Background: an optimization exercise with open tools, aiming at small area, a short achievable clock period and few clock cycles per item. Do not read the settings as production practice. Function was checked by simulation only, so behaviour that the tests miss may differ from the original. Power figures rest on the tool's default switching activity, not on a simulated workload.

==> 11-28: inputs <==
==> flow/design.v <==
package rar_pkg;
   localparam logic [1:0] CMD_ADD = 2'd0;
   localparam logic [1:0] CMD_SUB = 2'd1;
   localparam logic [1:0] CMD_MUL = 2'd2;
   localparam logic [1:0] CMD_DIV = 2'd3;
   localparam int NUM_OUT_WIDTH = 33;
   localparam int DEN_OUT_WIDTH = 32;
   typedef struct packed {
      logic load;
      logic step;
   } div_ctl_type;
endpackage
module rar_cell (
   input  logic                 clock,
   input  rar_pkg::div_ctl_type ctl,
   input  logic                 load_bit,
   input  logic                 r_lo,
   input  logic                 q_lo,
   input  logic                 d_bit,
   input  logic                 borrow_in,
   input  logic                 sub,
   output logic                 r_bit,
   output logic                 q_bit,
   output logic                 borrow_out
);
   logic r_ff;
   logic q_ff;
   logic r_in;
   assign borrow_out = (~r_lo & d_bit) | (~(r_lo ^ d_bit) & borrow_in);
   assign r_in       = sub ? (r_lo ^ d_bit ^ borrow_in) : r_lo;
   always_ff @(posedge clock) begin
      if (ctl.load) begin
         r_ff <= 1'b0;
         q_ff <= load_bit;
      end else if (ctl.step) begin
         r_ff <= r_in;
         q_ff <= q_lo;
      end
   end
   assign r_bit = r_ff;
   assign q_bit = q_ff;
endmodule
module rar_div_row #(
   parameter int WIDTH = 32
) (
   input  logic                 clock,
   input  rar_pkg::div_ctl_type ctl,
   input  logic [WIDTH-1:0]     dividend,
   input  logic [WIDTH-1:0]     divisor,
   output logic [WIDTH-1:0]     quotient
);
   logic [WIDTH-1:0] r;
   logic [WIDTH-1:0] q;
   logic [WIDTH:0]   bw;
   logic             sub;
   assign bw[0] = 1'b0;
   assign sub   = r[WIDTH-1] | ~bw[WIDTH];
   for (genvar i = 0; i < WIDTH; i++) begin : g_cell
      logic r_lo;
      logic q_lo;
      if (i == 0) begin : g_first
         assign r_lo = q[WIDTH-1];
         assign q_lo = sub;
      end else begin : g_rest
         assign r_lo = r[i-1];
         assign q_lo = q[i-1];
      end
      rar_cell u_cell (
         .clock      (clock),
         .ctl        (ctl),
         .load_bit   (dividend[i]),
         .r_lo       (r_lo),
         .q_lo       (q_lo),
         .d_bit      (divisor[i]),
         .borrow_in  (bw[i]),
         .sub        (sub),
         .r_bit      (r[i]),
         .q_bit      (q[i]),
         .borrow_out (bw[i+1])
      );
   end
   assign quotient = q;
endmodule
module rational_arith_reduce #(
   parameter int OPERAND_WIDTH = 16
) (
   input  logic                                  clock,
   input  logic                                  reset,
   input  logic                                  req_tvalid,
   output logic                                  req_tready,
   input  logic [8*((2+4*OPERAND_WIDTH+7)/8)-1:0] req_tdata,
   output logic                                  rsp_tvalid,
   input  logic                                  rsp_tready,
   output logic [71:0]                           rsp_tdata,
   output logic                                  rsp_tuser
);
   localparam int W  = OPERAND_WIDTH;    
   localparam int NW = 2 * W + 1;        
   localparam int UW = 2 * W;            
   localparam int DW = 2 * W - 1;        
   localparam logic [1:0] F_IDLE = 2'd0, F_MUL = 2'd1, F_POST = 2'd2;
   logic [1:0]    fe_st;
   logic [1:0]    cmd_q;
   logic [W-1:0]  xa_q, xb_q;           
   logic [W:0]    q1_q, q2_q;
   logic [W+2:0]  hn_q;                 
   logic [W+1:0]  hd_q;                 
   logic          sd_q;                 
   logic          err_q;
   logic [2:0]    cnt_q;
   logic          is_add, is_sub, is_mul, is_div;
   assign is_add = (cmd_q == rar_pkg::CMD_ADD);
   assign is_sub = (cmd_q == rar_pkg::CMD_SUB);
   assign is_mul = (cmd_q == rar_pkg::CMD_MUL);
   assign is_div = (cmd_q == rar_pkg::CMD_DIV);
   function automatic logic [2:0] booth(input logic [2:0] b);
      booth[0] = b[1] ^ b[0];
      booth[1] = (b[2] & ~b[1] & ~b[0]) | (~b[2] & b[1] & b[0]);
      booth[2] = b[2];
   endfunction
   function automatic logic [W+1:0] ppsel(input logic [2:0] dg, input logic [W-1:0] x);
      logic [W+1:0] xs;
      xs = {{2{x[W-1]}}, x};
      ppsel = ((dg[0] ? xs : '0) | (dg[1] ? (xs << 1) : '0)) ^ {(W+2){dg[2]}};
   endfunction
   function automatic logic [8:0] digits(input logic [1:0] cmd, input logic sd,
                                         input logic [2:0] b1, input logic [2:0] b2);
      logic [2:0] d1, d2, n1, n2, dd;
      d1 = booth(b1);
      d2 = booth(b2);
      n1 = (cmd == rar_pkg::CMD_MUL) ? d2 : d1;
      n2 = (cmd == rar_pkg::CMD_ADD) ? d2 :
           (cmd == rar_pkg::CMD_SUB) ? {~d2[2], d2[1:0]} : 3'b000;
      dd = (cmd == rar_pkg::CMD_DIV) ? {d2[2] ^ sd, d2[1:0]} : {d1[2] ^ sd, d1[1:0]};
      digits = {n1, n2, dd};
   endfunction
   logic [8:0]    dg_q;
   logic [2:0]    dgn1, dgn2, dgd;
   logic [W+1:0]  ppn1, ppn2, ppd;
   logic [W+2:0]  sumn;
   logic [W+1:0]  sumd;
   logic          in_sd;
   assign {dgn1, dgn2, dgd} = dg_q;
   assign in_sd = req_tdata[2 + 2*W - 1] ^
                  ((req_tdata[1:0] == rar_pkg::CMD_DIV) ? req_tdata[2 + 3*W - 1]
                                                        : req_tdata[2 + 4*W - 1]);
   assign ppn1 = ppsel(dgn1, xa_q);
   assign ppn2 = ppsel(dgn2, xb_q);
   assign ppd  = ppsel(dgd,  xb_q);
   assign sumn = hn_q + {ppn1[W+1], ppn1} + {ppn2[W+1], ppn2}
               + (W+3)'(dgn1[2]) + (W+3)'(dgn2[2]);
   assign sumd = hd_q + ppd + (W+2)'(dgd[2]);
   logic [NW-1:0] accn;
   logic [UW-1:0] accd;
   assign accn = {hn_q[W:0], q2_q[W:1]};
   assign accd = {hd_q[W-1:0], q1_q[W:1]};
   logic          special;
   logic          strip;
   logic          fe_rdy;
   logic          hand;
   assign special = err_q | (accn == '0);
   assign strip   = ~special & ~accn[0] & ~accd[0];
   assign fe_rdy  = (fe_st == F_POST) & ~strip;
   logic          rdy_q;
   assign req_tready = rdy_q;
   always_ff @(posedge clock) begin
      if (reset) begin
         fe_st <= F_IDLE;
         rdy_q <= 1'b1;
      end else begin
         if (rdy_q && req_tvalid)
            rdy_q <= 1'b0;
         else if (hand)
            rdy_q <= 1'b1;
         unique case (fe_st)
            F_IDLE:  if (req_tvalid) fe_st <= F_MUL;
            F_MUL:   if (cnt_q == 3'd7) fe_st <= F_POST;
            F_POST:  if (hand) fe_st <= F_IDLE;
            default: fe_st <= F_IDLE;
         endcase
      end
   end
   always_ff @(posedge clock) begin
      unique case (fe_st)
         F_IDLE: begin
            cmd_q <= req_tdata[1:0];
            xa_q  <= req_tdata[2 +: W];
            xb_q  <= req_tdata[2 + W +: W];
            q2_q  <= {req_tdata[2 + 2*W +: W], 1'b0};
            q1_q  <= {req_tdata[2 + 3*W +: W], 1'b0};
            sd_q  <= in_sd;
            dg_q  <= digits(req_tdata[1:0], in_sd, {req_tdata[2 + 3*W +: 2], 1'b0},
                            {req_tdata[2 + 2*W +: 2], 1'b0});
            cnt_q <= '0;
            hn_q  <= '0;
            hd_q  <= '0;
         end
         F_MUL: begin
            if (cnt_q == 3'd0)
               err_q <= (xb_q == '0) || (q1_q == '0) || (is_div && (q2_q == '0));
            dg_q  <= digits(cmd_q, sd_q, q1_q[4:2], q2_q[4:2]);
            q1_q  <= {sumd[1:0], q1_q[W:2]};
            q2_q  <= {sumn[1:0], q2_q[W:2]};
            hd_q  <= {{2{sumd[W+1]}}, sumd[W+1:2]};
            hn_q  <= {{2{sumn[W+2]}}, sumn[W+2:2]};
            cnt_q <= cnt_q + 1'b1;
         end
         F_POST: begin
            if (strip) begin
               hn_q <= {hn_q[W+2], hn_q[W+2:1]};
               q2_q <= {hn_q[0], q2_q[W:1]};
               hd_q <= {1'b0, hd_q[W+1:1]};
               q1_q <= {hd_q[0], q1_q[W:1]};
            end
         end
         default: ;
      endcase
   end
   logic          busy_q, first_q, val_q, lerr_q;
   logic          p_sw_q, p_neg_q, p_sp_q, p_err_q;
   logic [UW-1:0] u_q, v_q;
   logic [NW-1:0] c0n_q, c1n_q;
   logic [DW-1:0] c0d_q, c1d_q;
   logic          step;
   assign hand = fe_rdy & ~busy_q;
   assign step = busy_q & ~val_q;
   logic          h_sgn, h_sw;
   logic [UW-1:0] h_absn, h_d;
   logic [NW-1:0] h_one;
   assign h_sgn  = accn[NW-1];
   assign h_absn = h_sgn ? UW'(-accn) : accn[UW-1:0];
   assign h_d    = accd;
   assign h_sw   = ~accn[0] | special;
   assign h_one  = {{(NW-1){h_sgn ^ sd_q}}, 1'b1};
   logic [NW-1:0] c0n;
   logic [DW-1:0] c0d;
   assign c0n = first_q ? (p_sw_q ? '0 : {{(NW-1){p_neg_q}}, 1'b1}) : c0n_q;
   assign c0d = first_q ? {{(DW-1){1'b0}}, p_sw_q} : c0d_q;
   logic          vodd, neg, done;
   logic [UW:0]   d1;
   logic [UW-1:0] d2, mag, x;
   logic [1:0]    s;
   logic [UW-1:0] v_next;
   logic [NW-1:0] c1n_sh;
   logic [DW-1:0] c1d_sh;
   logic [UW-1:0] pg_g [0:5];
   logic [UW-1:0] pg_p [0:5];
   logic [UW-1:0] hp, c_lo, c_hi;
   assign hp       = u_q ^ ~v_q;
   assign pg_g[0]  = u_q & ~v_q;
   assign pg_p[0]  = hp;
   for (genvar l = 0; l < 5; l++) begin : g_lvl
      for (genvar i = 0; i < UW; i++) begin : g_bit
         if (((i >> l) & 1) == 1) begin : g_op
            localparam int J = ((i >> (l + 1)) << (l + 1)) + (1 << l) - 1;
            assign pg_g[l+1][i] = pg_g[l][i] | (pg_p[l][i] & pg_g[l][J]);
            assign pg_p[l+1][i] = pg_p[l][i] & pg_p[l][J];
         end else begin : g_pass
            assign pg_g[l+1][i] = pg_g[l][i];
            assign pg_p[l+1][i] = pg_p[l][i];
         end
      end
   end
   assign c_lo = {pg_g[5][UW-2:0], 1'b0};
   assign c_hi = {pg_g[5][UW-2:0] | pg_p[5][UW-2:0], 1'b1};
   assign vodd = v_q[0];
   assign d1   = {pg_g[5][UW-1] | pg_p[5][UW-1], hp ^ c_hi};    
   assign d2   = ~(hp ^ c_lo);                                   
   assign neg  = ~d1[UW];
   assign mag  = neg ? d2 : d1[UW-1:0];
   assign x    = vodd ? mag : v_q;
   assign done = vodd & pg_p[5][UW-1];
   logic [3:1]    xl;
   assign xl   = vodd ? d1[3:1] : v_q[3:1];
   assign s    = xl[1] ? 2'd0 : xl[2] ? 2'd1 : xl[3] ? 2'd2 : 2'd3;
   function automatic logic [UW-1:0] rsh(input logic [UW-1:0] a, input logic [1:0] k);
      logic [UW-1:0] b;
      b = {1'b0, a[UW-1:1]};
      rsh = b >> k;
   endfunction
   assign v_next = rsh(x, s);
   logic [NW-1:0] cmn;
   logic [DW-1:0] cmd_;
   assign cmn    = (vodd & ~neg) ? c0n : c1n_q;
   assign cmd_   = (vodd & ~neg) ? c0d : c1d_q;
   assign c1n_sh = {cmn[NW-2:0], 1'b0} << s;
   assign c1d_sh = {cmd_[DW-2:0], 1'b0} << s;
   always_ff @(posedge clock) begin
      if (reset) begin
         busy_q <= 1'b0;
         val_q  <= 1'b0;
      end else begin
         if (hand)
            busy_q <= 1'b1;
         else if (step && (p_sp_q || done))
            busy_q <= 1'b0;
         if (step && (p_sp_q || done))
            val_q <= 1'b1;
         else if (rsp_tready)
            val_q <= 1'b0;
      end
   end
   always_ff @(posedge clock) begin
      if (hand) begin
         first_q <= 1'b1;
         p_sw_q  <= h_sw;
         p_neg_q <= h_sgn ^ sd_q;
         p_sp_q  <= special;
         p_err_q <= err_q;
         u_q     <= h_sw ? h_d : h_absn;
         v_q     <= h_sw ? h_absn : h_d;
         c1n_q   <= h_sw ? h_one : '0;
         c1d_q   <= {{(DW-1){1'b0}}, ~h_sw};
      end else if (step) begin
         first_q <= 1'b0;
         if (p_sp_q) begin
            lerr_q <= p_err_q;
            c0n_q  <= c0n;
            c0d_q  <= c0d;
         end else begin
            lerr_q <= 1'b0;
            v_q    <= v_next;
            if (vodd) begin
               u_q   <= neg ? u_q : v_q;
               c0n_q <= c0n + c1n_q;
               c0d_q <= c0d + c1d_q;
               c1n_q <= c1n_sh;
               c1d_q <= c1d_sh;
            end else begin
               c0n_q <= c0n;
               c0d_q <= c0d;
               c1n_q <= c1n_sh;
               c1d_q <= c1d_sh;
            end
         end
      end
   end
   assign rsp_tvalid = val_q;
   assign rsp_tdata  = {7'b0, 1'b0, c0d_q, c0n_q};
   assign rsp_tuser  = lerr_q;
endmodule
==> flow/flow/run.sh <==
#!/bin/bash
# Standard layout (standard synthesis, floorplan, placement, CTS, routing) with
# the timing repair steps asked to leave 10.8 ns of setup slack at the design's
# clock period, so they size the critical paths up, and every port buffered
# with buf_4 rather than the default delay-buffer cell. The make output goes to
# make_finish.log; each ORFS step logs under orfs/logs/.
set -euo pipefail
bash standard.sh SETUP_SLACK_MARGIN=10.8 "BUFFER_PORTS_ARGS=-buffer_cell sky130_fd_sc_hd__buf_4" finish > make_finish.log 2>&1
==> flow/standard.sh <==
#!/bin/bash
# synth_recipe.tcl (not shown) runs the flow's synth.tcl, then flattens the netlist and writes it again
# the make line also repeats each setting of config.mk as NAME=value (left out here)
make -C /OpenROAD-flow-scripts/flow DESIGN_CONFIG=/design/flow/config.mk WORK_HOME=/design/flow/orfs CLKGATE_MAP_FILE= SYNTH_SCRIPT=/design/flow/synth_recipe.tcl "${@:-finish}"
==> flow/config.mk <==
export PLATFORM = sky130hd
export DESIGN_NAME = rational_arith_reduce
export DESIGN_NICKNAME = rational_arith_reduce
export VERILOG_FILES = /design/flow/design.v
export SDC_FILE = /design/flow/constraint.sdc
export NUM_CORES = 4
export LEC_CHECK = 0
export CAP_MARGIN = 20
export CORE_MARGIN = 2
export CORE_UTILIZATION = 40
export SLEW_MARGIN = 20
==> flow/constraint.sdc <==
create_clock -name core_clock -period 15.0 [get_ports {clock}]
set_input_delay 3.0000 -clock core_clock [delete_from_list [all_inputs] [get_ports {clock}]]
set_output_delay 3.0000 -clock core_clock [all_outputs]
set_load 0.01 [all_outputs]
==> 11-23 (differences from 11-28) <==
--- a/flow/design.v
+++ b/flow/design.v
@@ -104,6 +104,6 @@
    logic [W-1:0]  xa_q, xb_q;           
    logic [W:0]    q1_q, q2_q;
-   logic [W+2:0]  hn_q;                 
-   logic [W+1:0]  hd_q;                 
+   logic [W:0]    hn_q;                 
+   logic [W-1:0]  hd_q;                 
    logic          sd_q;                 
    logic          err_q;
@@ -148,7 +148,7 @@
    assign ppn2 = ppsel(dgn2, xb_q);
    assign ppd  = ppsel(dgd,  xb_q);
-   assign sumn = hn_q + {ppn1[W+1], ppn1} + {ppn2[W+1], ppn2}
+   assign sumn = {{2{hn_q[W]}}, hn_q} + {ppn1[W+1], ppn1} + {ppn2[W+1], ppn2}
                + (W+3)'(dgn1[2]) + (W+3)'(dgn2[2]);
-   assign sumd = hd_q + ppd + (W+2)'(dgd[2]);
+   assign sumd = {{2{hd_q[W-1]}}, hd_q} + ppd + (W+2)'(dgd[2]);
    logic [NW-1:0] accn;
    logic [UW-1:0] accd;
@@ -202,13 +202,13 @@
             q1_q  <= {sumd[1:0], q1_q[W:2]};
             q2_q  <= {sumn[1:0], q2_q[W:2]};
-            hd_q  <= {{2{sumd[W+1]}}, sumd[W+1:2]};
-            hn_q  <= {{2{sumn[W+2]}}, sumn[W+2:2]};
+            hd_q  <= sumd[W+1:2];
+            hn_q  <= sumn[W+2:2];
             cnt_q <= cnt_q + 1'b1;
          end
          F_POST: begin
             if (strip) begin
-               hn_q <= {hn_q[W+2], hn_q[W+2:1]};
+               hn_q <= {hn_q[W], hn_q[W:1]};
                q2_q <= {hn_q[0], q2_q[W:1]};
-               hd_q <= {1'b0, hd_q[W+1:1]};
+               hd_q <= {1'b0, hd_q[W-1:1]};
                q1_q <= {hd_q[0], q1_q[W:1]};
             end
@@ -222,7 +222,8 @@
    logic [NW-1:0] c0n_q, c1n_q;
    logic [DW-1:0] c0d_q, c1d_q;
-   logic          step;
-   assign hand = fe_rdy & ~busy_q;
-   assign step = busy_q & ~val_q;
+   logic          step, fin;
+   assign step = busy_q & (~val_q | (first_q & ~v_q[0] & ~p_sp_q));
+   assign fin  = step & (p_sp_q | done);
+   assign hand = fe_rdy & (~busy_q | fin);
    logic          h_sgn, h_sw;
    logic [UW-1:0] h_absn, h_d;
@@ -293,7 +294,7 @@
          if (hand)
             busy_q <= 1'b1;
-         else if (step && (p_sp_q || done))
+         else if (fin)
             busy_q <= 1'b0;
-         if (step && (p_sp_q || done))
+         if (fin)
             val_q <= 1'b1;
          else if (rsp_tready)
@@ -302,4 +303,24 @@
    end
    always_ff @(posedge clock) begin
+      if (step) begin
+         if (p_sp_q) begin
+            lerr_q <= p_err_q;
+            c0n_q  <= c0n;
+            c0d_q  <= c0d;
+         end else begin
+            v_q <= v_next;
+            c1n_q <= c1n_sh;
+            c1d_q <= c1d_sh;
+            if (vodd) begin
+               first_q <= 1'b0;
+               lerr_q  <= 1'b0;
+               u_q     <= neg ? u_q : v_q;
+               c0n_q <= first_q ? (p_sw_q ? c1n_q : {{(NW-1){p_neg_q}}, 1'b1})
+                                : c0n_q + c1n_q;
+               c0d_q <= first_q ? (p_sw_q ? {{(DW-1){1'b0}}, 1'b1} : c1d_q)
+                                : c0d_q + c1d_q;
+            end
+         end
+      end
       if (hand) begin
          first_q <= 1'b1;
@@ -312,26 +333,4 @@
          c1n_q   <= h_sw ? h_one : '0;
          c1d_q   <= {{(DW-1){1'b0}}, ~h_sw};
-      end else if (step) begin
-         first_q <= 1'b0;
-         if (p_sp_q) begin
-            lerr_q <= p_err_q;
-            c0n_q  <= c0n;
-            c0d_q  <= c0d;
-         end else begin
-            lerr_q <= 1'b0;
-            v_q    <= v_next;
-            if (vodd) begin
-               u_q   <= neg ? u_q : v_q;
-               c0n_q <= c0n + c1n_q;
-               c0d_q <= c0d + c1d_q;
-               c1n_q <= c1n_sh;
-               c1d_q <= c1d_sh;
-            end else begin
-               c0n_q <= c0n;
-               c0d_q <= c0d;
-               c1n_q <= c1n_sh;
-               c1d_q <= c1d_sh;
-            end
-         end
       end
    end
==> flow/flow/run.sh (replaced) <==
#!/bin/bash
# Standard layout (standard synthesis, floorplan, placement, CTS, routing) with
# the timing repair steps asked to leave 10.8 ns of setup slack at the design's
# clock period, so they size the critical paths up, and every port buffered
# with buf_2 rather than the default delay-buffer cell. The make output goes to
# make_finish.log; each ORFS step logs under orfs/logs/.
set -euo pipefail
bash standard.sh SETUP_SLACK_MARGIN=10.8 "BUFFER_PORTS_ARGS=-buffer_cell sky130_fd_sc_hd__buf_2" finish > make_finish.log 2>&1
- CORE_UTILIZATION: 40 -> 55
- CTS_CLUSTER_DIAMETER: unset -> 100
- CTS_CLUSTER_SIZE: unset -> 20
==> notes <==
- Between 11-23 and 11-28, the lower sequential share of layout area is in 11-28 (gap 0.47 points).
- Between 11-23 and 11-28, the lower first-iteration DRC count is in 11-28 (gap 38%, measured against 11-28).
- Worst setup slack: 11-23 is higher than 11-28 (0.059 ns).
- Hold slack: 11-23 is higher than 11-28 (0.022 ns).
- In 11-23 the flip-flop and latch count is lower than in 11-28, by 4.
- Synthesized cell count: 11-28 is smaller than 11-23 (about 1.8%).
==> figures <==
item	11-28	11-23
Final standard cell count with taps included and fillers excluded	3824	3641
Source of the worst register-to-register timing path	first_q$_SDFFE_PP1P_	q2_q[11]$_DFFE_PP_
Outcome	complete, no violations	complete, no violations
Clock network latency to the later pin of the worst-skew pair	0.58 ns	0.56 ns
Met1 wire length	30800 um	33200 um
Area after detailed placement	0.0271 mm2	0.0266 mm2
Die Wd	256 um	220 um
Synthesized area per cell	8.97 um2	8.86 um2
Fraction of power spent switching nets	0.397	0.487
Summed area of non-filler cells in the final layout	0.0295 mm2	0.0287 mm2
Initial cell density of the core	0.404	0.554
Met3 usage	0.0239	0.0261
Seq group	1210 uW	1690 uW
Die area	0.0657 mm2	0.0483 mm2
Testbench counts of 11-28, summed over its fixed seeds: cycles 40,005, items 2,400.
Testbench counts of 11-23, summed over its fixed seeds: cycles 38,469, items 2,400.

separate check: timing with driven ports:
The results above use ideal ports. As a check the final layouts listed here were re-extracted and re-timed, cells and wires unchanged. Step 1 assumes that a clkbuf_16 drives the clock port and a buf_2 every other input. Step 2 moves the port delays by t, midway between the first and last clock arrival at a register: inputs arrive t later, outputs are due t later. That takes back most of the time a late clock gives input paths. Three values: ideal ports, drivers, drivers and shift; two values: the first two.
run | shift t [ns] | setup WS [ns] | worst data-port slew with drivers (ns) | pins driven straight from the clock port
11-28 | 0.630 | 10.765 / 10.747 / 10.605 | 0.04 | 1
11-23 | 0.612 | 10.824 / 10.765 / 10.636 | 0.06 | 1
After both steps setup and hold are still met in every run listed. The setup slack of 11-23, which loses most, moves by -0.059 ns with the drivers and by -0.188 ns with both steps.
